Context: an optimization exercise on an open-source flow, tuned for small area. The choices shown serve that exercise and are no tape-out recipe. Only simulation tests tie the RTL to the original design; equivalence was not proved.

==> tundra <==
==> flow/design.v <==
`default_nettype none
package aes_pkg;
  localparam logic [7:0] RCON_INIT = 8'h01;
  localparam logic [2047:0] SBOX_TBL = {
    128'h637c777bf26b6fc53001672bfed7ab76,
    128'hca82c97dfa5947f0add4a2af9ca472c0,
    128'hb7fd9326363ff7cc34a5e5f171d83115,
    128'h04c723c31896059a071280e2eb27b275,
    128'h09832c1a1b6e5aa0523bd6b329e32f84,
    128'h53d100ed20fcb15b6acbbe394a4c58cf,
    128'hd0efaafb434d338545f9027f503c9fa8,
    128'h51a3408f929d38f5bcb6da2110fff3d2,
    128'hcd0c13ec5f974417c4a77e3d645d1973,
    128'h60814fdc222a908846eeb814de5e0bdb,
    128'he0323a0a4906245cc2d3ac629195e479,
    128'he7c8376d8dd54ea96c56f4ea657aae08,
    128'hba78252e1ca6b4c6e8dd741f4bbd8b8a,
    128'h703eb5664803f60e613557b986c11d9e,
    128'he1f8981169d98e949b1e87e9ce5528df,
    128'h8ca1890dbfe6426841992d0fb054bb16
  };
  typedef enum logic [1:0] {
    IDLE  = 2'd0,
    GEN   = 2'd1,
    DRAIN = 2'd2
  } state_t;
  function automatic logic [7:0] sbox(input logic [7:0] b);
    logic [10:0] idx;
    idx = {~b, 3'b000};
    sbox = SBOX_TBL[idx +: 8];
  endfunction
  function automatic logic [7:0] xtime(input logic [7:0] b);
    xtime = {b[6:0], 1'b0} ^ (b[7] ? 8'h1b : 8'h00);
  endfunction
  function automatic int nr_from_nk(input int nk);
    nr_from_nk = nk + 6;
  endfunction
endpackage
`default_nettype wire
`default_nettype none
module aes_subword
(
  input  logic [7:0] i_byte,
  output logic [7:0] o_byte
);
  function automatic logic [3:0] gm4(input logic [3:0] a, input logic [3:0] b);
    logic [3:0] p, x;
    p = 4'h0; x = a;
    for (int k = 0; k < 4; k++) begin
      if (b[k]) p = p ^ x;
      x = {x[2:0], 1'b0} ^ (x[3] ? 4'h3 : 4'h0);
    end
    gm4 = p;
  endfunction
  function automatic logic [3:0] gi4(input logic [3:0] a);
    case (a)
      4'h0: gi4 = 4'h0;
      4'h1: gi4 = 4'h1;
      4'h2: gi4 = 4'h9;
      4'h3: gi4 = 4'he;
      4'h4: gi4 = 4'hd;
      4'h5: gi4 = 4'hb;
      4'h6: gi4 = 4'h7;
      4'h7: gi4 = 4'h6;
      4'h8: gi4 = 4'hf;
      4'h9: gi4 = 4'h2;
      4'ha: gi4 = 4'hc;
      4'hb: gi4 = 4'h5;
      4'hc: gi4 = 4'ha;
      4'hd: gi4 = 4'h4;
      4'he: gi4 = 4'h3;
      4'hf: gi4 = 4'h8;
      default: gi4 = 4'h0;
    endcase
  endfunction
  logic [7:0] t, u;
  logic [3:0] a1, a0, d, di;
  assign t[0] = i_byte[0] ^ i_byte[4] ^ i_byte[6] ^ i_byte[7];
  assign t[1] = i_byte[1] ^ i_byte[2] ^ i_byte[4] ^ i_byte[6] ^ i_byte[7];
  assign t[2] = i_byte[4] ^ i_byte[6];
  assign t[3] = i_byte[3] ^ i_byte[4] ^ i_byte[5] ^ i_byte[7];
  assign t[4] = i_byte[4] ^ i_byte[5] ^ i_byte[6];
  assign t[5] = i_byte[1] ^ i_byte[4] ^ i_byte[6] ^ i_byte[7];
  assign t[6] = i_byte[2] ^ i_byte[3] ^ i_byte[5] ^ i_byte[7];
  assign t[7] = i_byte[5] ^ i_byte[7];
  assign o_byte[0] = ~(u[0] ^ u[2] ^ u[4]);
  assign o_byte[1] = ~(u[0] ^ u[1] ^ u[2] ^ u[3] ^ u[6] ^ u[7]);
  assign o_byte[2] = u[0] ^ u[3] ^ u[4] ^ u[5] ^ u[6] ^ u[7];
  assign o_byte[3] = u[0] ^ u[2] ^ u[4] ^ u[5] ^ u[6];
  assign o_byte[4] = u[0] ^ u[1] ^ u[3] ^ u[7];
  assign o_byte[5] = ~(u[1] ^ u[2] ^ u[3]);
  assign o_byte[6] = ~(u[4] ^ u[6] ^ u[7]);
  assign o_byte[7] = u[1] ^ u[2] ^ u[5] ^ u[6];
  assign a1 = t[7:4];
  assign a0 = t[3:0];
  logic [3:0] dl;
  assign dl[0] = a1[2] ^ a0[0] ^ a0[2];
  assign dl[1] = a1[1] ^ a1[2] ^ a1[3] ^ a0[2];
  assign dl[2] = a1[1] ^ a0[1] ^ a0[3];
  assign dl[3] = a1[0] ^ a1[2] ^ a1[3] ^ a0[3];
  assign d  = dl ^ gm4(a1, a0);
  assign di = gi4(d);
  assign u  = {gm4(a1, di), gm4(a0 ^ a1, di)};
endmodule
`default_nettype wire
`default_nettype none
module aes_key_expand
#(
  parameter int NK = 8
) (
  input  logic            clk,
  input  logic            reset,
  input  logic            start,
  input  logic [32*NK-1:0] key_in,
  output logic            busy,
  output logic            rk_valid,
  input  logic            rk_ready,
  output logic [3:0]      rk_round,
  output logic [31:0]     k0_out,
  output logic [31:0]     k1_out,
  output logic [31:0]     k2_out,
  output logic [31:0]     k3_out,
  output logic            done
);
  logic [255:0] r_win;
  logic [7:0]   r_cnt;
  logic [7:0] w_old, w_sub_in, w_sub_out, w_rcon, w_t, w_new;
  logic       w_copy, w_rot, w_sw, w_adv, w_last;
  assign w_old  = r_win[255:248];
  assign w_copy = (r_cnt[7:4] == 4'd0);
  assign w_rot  = !w_copy && (r_cnt[4:2] == 3'd4);    
  assign w_sw   = !w_copy && (r_cnt[4:2] == 3'd0);    
  always_comb begin
    if (w_rot)
      w_sub_in = (r_cnt[1:0] == 2'd3) ? r_win[55:48] : r_win[23:16];
    else
      w_sub_in = r_win[31:24];
  end
  aes_subword u_sbox (
    .i_byte (w_sub_in),
    .o_byte (w_sub_out)
  );
  assign w_rcon = (r_cnt[1:0] == 2'd0) ? (8'h01 << r_cnt[7:5]) : 8'h00;
  always_comb begin
    if (w_copy)
      w_t = 8'h00;
    else if (w_rot)
      w_t = w_sub_out ^ w_rcon;
    else if (w_sw)
      w_t = w_sub_out;
    else
      w_t = r_win[31:24];
  end
  assign w_new = w_old ^ w_t;
  assign rk_valid = busy && (r_cnt[3:0] == 4'd0);
  assign rk_round = r_cnt[7:4];
  assign {k0_out, k1_out, k2_out, k3_out} = r_win[127:0];
  assign w_adv  = busy && (!rk_valid || rk_ready);
  assign w_last = rk_valid && rk_ready && (r_cnt[7:4] == 4'd14);
  always_ff @(posedge clk) begin
    if (!busy) begin
      r_win <= {key_in[127:0], key_in[255:128]};
      r_cnt <= 8'd0;
    end else if (w_adv) begin
      r_win <= {r_win[247:0], w_new};
      r_cnt <= r_cnt + 8'd1;
    end
  end
  always_ff @(posedge clk) begin
    if (reset) begin
      busy <= 1'b0;
      done <= 1'b0;
    end else begin
      done <= w_last;
      if (!busy)
        busy <= start;
      else if (w_last)
        busy <= 1'b0;
    end
  end
endmodule
`default_nettype wire
`default_nettype none
module aes256_key_expand (
  input  logic         clk,
  input  logic         reset,
  input  logic         start,
  input  logic [255:0] key_in,
  output logic         busy,
  output logic         rk_valid,
  input  logic         rk_ready,
  output logic [3:0]   rk_round,
  output logic [31:0]  k0_out,
  output logic [31:0]  k1_out,
  output logic [31:0]  k2_out,
  output logic [31:0]  k3_out,
  output logic         done
);
  aes_key_expand #(.NK(8)) u_core (
    .clk      (clk),
    .reset    (reset),
    .start    (start),
    .key_in   (key_in),
    .busy     (busy),
    .rk_valid (rk_valid),
    .rk_ready (rk_ready),
    .rk_round (rk_round),
    .k0_out   (k0_out),
    .k1_out   (k1_out),
    .k2_out   (k2_out),
    .k3_out   (k3_out),
    .done     (done)
  );
endmodule
`default_nettype wire
==> flow/run.sh <==
#!/bin/bash
# synth_recipe.tcl (not shown) runs the flow's synth.tcl, then flattens the netlist and writes it again
# the make line also repeats each setting of config.mk as NAME=value (left out here)
make -C /OpenROAD-flow-scripts/flow DESIGN_CONFIG=/design/flow/config.mk WORK_HOME=/design/flow/orfs CLKGATE_MAP_FILE= SYNTH_SCRIPT=/design/flow/synth_recipe.tcl finish
==> flow/config.mk <==
export PLATFORM = sky130hd
export DESIGN_NAME = aes256_key_expand
export DESIGN_NICKNAME = aes256_key_expand
export VERILOG_FILES = /design/flow/design.v
export SDC_FILE = /design/flow/constraint.sdc
export NUM_CORES = 4
export LEC_CHECK = 0
export CAP_MARGIN = 20
export CORE_MARGIN = 2
export CORE_UTILIZATION = 25
export PLACE_DENSITY = 0.5
export SLEW_MARGIN = 20
==> flow/constraint.sdc <==
create_clock -name core_clock -period 10.0 [get_ports {clk}]
set_input_delay 2.0000 -clock core_clock [delete_from_list [all_inputs] [get_ports {clk}]]
set_output_delay 2.0000 -clock core_clock [all_outputs]
set_load 0.01 [all_outputs]
==> inputs of sierra, as changes to tundra <==
--- a/flow/design.v
+++ b/flow/design.v
@@ -123,8 +123,10 @@
   output logic            done
 );
+  logic [127:0] r_lo, r_hin;
   logic [255:0] r_win;
   logic [7:0]   r_cnt;
   logic [7:0] w_old, w_sub_in, w_sub_out, w_rcon, w_t, w_new;
   logic       w_copy, w_rot, w_sw, w_adv, w_last;
+  assign r_win  = {~r_hin, r_lo};
   assign w_old  = r_win[255:248];
   assign w_copy = (r_cnt[7:4] == 4'd0);
@@ -158,12 +160,19 @@
   assign w_adv  = busy && (!rk_valid || rk_ready);
   assign w_last = rk_valid && rk_ready && (r_cnt[7:4] == 4'd14);
+  logic w_ld, w_sh, w_hd;
+  assign w_ld = !busy;
+  assign w_sh = w_adv;
+  assign w_hd = busy && !w_adv;
   always_ff @(posedge clk) begin
-    if (!busy) begin
-      r_win <= {key_in[127:0], key_in[255:128]};
+    r_hin <= ({128{w_ld}} & ~key_in[127:0])
+           | ({128{w_sh}} & {r_hin[119:0], ~r_lo[127:120]})
+           | ({128{w_hd}} & r_hin);
+    r_lo  <= ({128{w_ld}} & key_in[255:128])
+           | ({128{w_sh}} & {r_lo[119:0], w_new})
+           | ({128{w_hd}} & r_lo);
+    if (!busy)
       r_cnt <= 8'd0;
-    end else if (w_adv) begin
-      r_win <= {r_win[247:0], w_new};
+    else if (w_adv)
       r_cnt <= r_cnt + 8'd1;
-    end
   end
   always_ff @(posedge clk) begin
==> flow/flow/run.sh (new file) <==
#!/bin/bash
# Own flow: the standard ORFS layout with smaller port buffers and a
# lighter clock tree. Every tool's output goes to a log file in this folder.
set -euo pipefail
cat >> config.mk <<'EOC'
export BUFFER_PORTS_ARGS = -buffer_cell sky130_fd_sc_hd__buf_1
export CTS_ARGS = -sink_clustering_enable -repair_clock_nets -dont_use_dummy_load -sink_clustering_size 20 -sink_clustering_max_diameter 50 -buf_list {sky130_fd_sc_hd__clkbuf_8}
EOC
bash standard.sh finish > standard_flow.log 2>&1
==> flow/standard.sh (new file) <==
#!/bin/bash
# synth_recipe.tcl (not shown) runs the flow's synth.tcl, then flattens the netlist and writes it again
# the make line also repeats each setting of config.mk as NAME=value (left out here)
make -C /OpenROAD-flow-scripts/flow DESIGN_CONFIG=/design/flow/config.mk WORK_HOME=/design/flow/orfs CLKGATE_MAP_FILE= SYNTH_SCRIPT=/design/flow/synth_recipe.tcl "${@:-finish}"
--- a/flow/config.mk
+++ b/flow/config.mk
@@ -8,5 +8,7 @@
 export CAP_MARGIN = 20
 export CORE_MARGIN = 2
-export CORE_UTILIZATION = 25
-export PLACE_DENSITY = 0.5
+export CORE_UTILIZATION = 50
+export PLACE_DENSITY = 0.7
 export SLEW_MARGIN = 20
+export BUFFER_PORTS_ARGS = -buffer_cell sky130_fd_sc_hd__buf_1
+export CTS_ARGS = -sink_clustering_enable -repair_clock_nets -dont_use_dummy_load -sink_clustering_size 20 -sink_clustering_max_diameter 50 -buf_list {sky130_fd_sc_hd__clkbuf_8}
removed: flow/run.sh
==> results.cfg <==
[power]
netSwitchingFraction_pct = 40.9
combinationalPowerShare_pct = 70.5

[final_layout]
num-clock-buffers = 28
multi_input_area_share_pct = 45.6

[critical_path]
rr_worst_depth = 20

[status]
outcome = complete, no violations

[timing]
clock-skew-final_ns = 0.0904
[end of results for sierra]
==> results.cfg <==
[status]
outcome = complete, no violations

[power]
netSwitchingFraction_pct = 36.6
combinationalPowerShare_pct = 56.9

[critical_path]
cp.arrival_ns = 6.87
rr_worst_depth = 24

[final_layout]
num-clock-buffers = 42
multi_input_area_share_pct = 29.4

[timing]
clock-skew-final_ns = 0.0150
[end of results for tundra]

-- afterwards: timing with drivers on the ports --
No port has a modelled driver above. Below, the same layouts with a new extraction and two added sets of constraints.
Step 1 sets driving cells, clkbuf_16 on the clock port and buf_2 on the other inputs (assumed; they add their load-dependent delay and slew).
Step 2 times the ports against the registers' clock, not the clock port: input delays grow and output delays shrink by t, the midpoint of the rising clock arrivals with the driver on.
a / b / c = ideal / step 1 / step 2; a / b = the first two.
run	t (ns)	setup WS [ns]	worst register clock-pin slew, ns
tundra	0.585	3.514 / 3.514 / 3.514	0.06 / 0.06
sierra	0.593	3.132 / 3.132 / 3.132	0.10 / 0.10
After both steps every run listed still meets setup and hold.
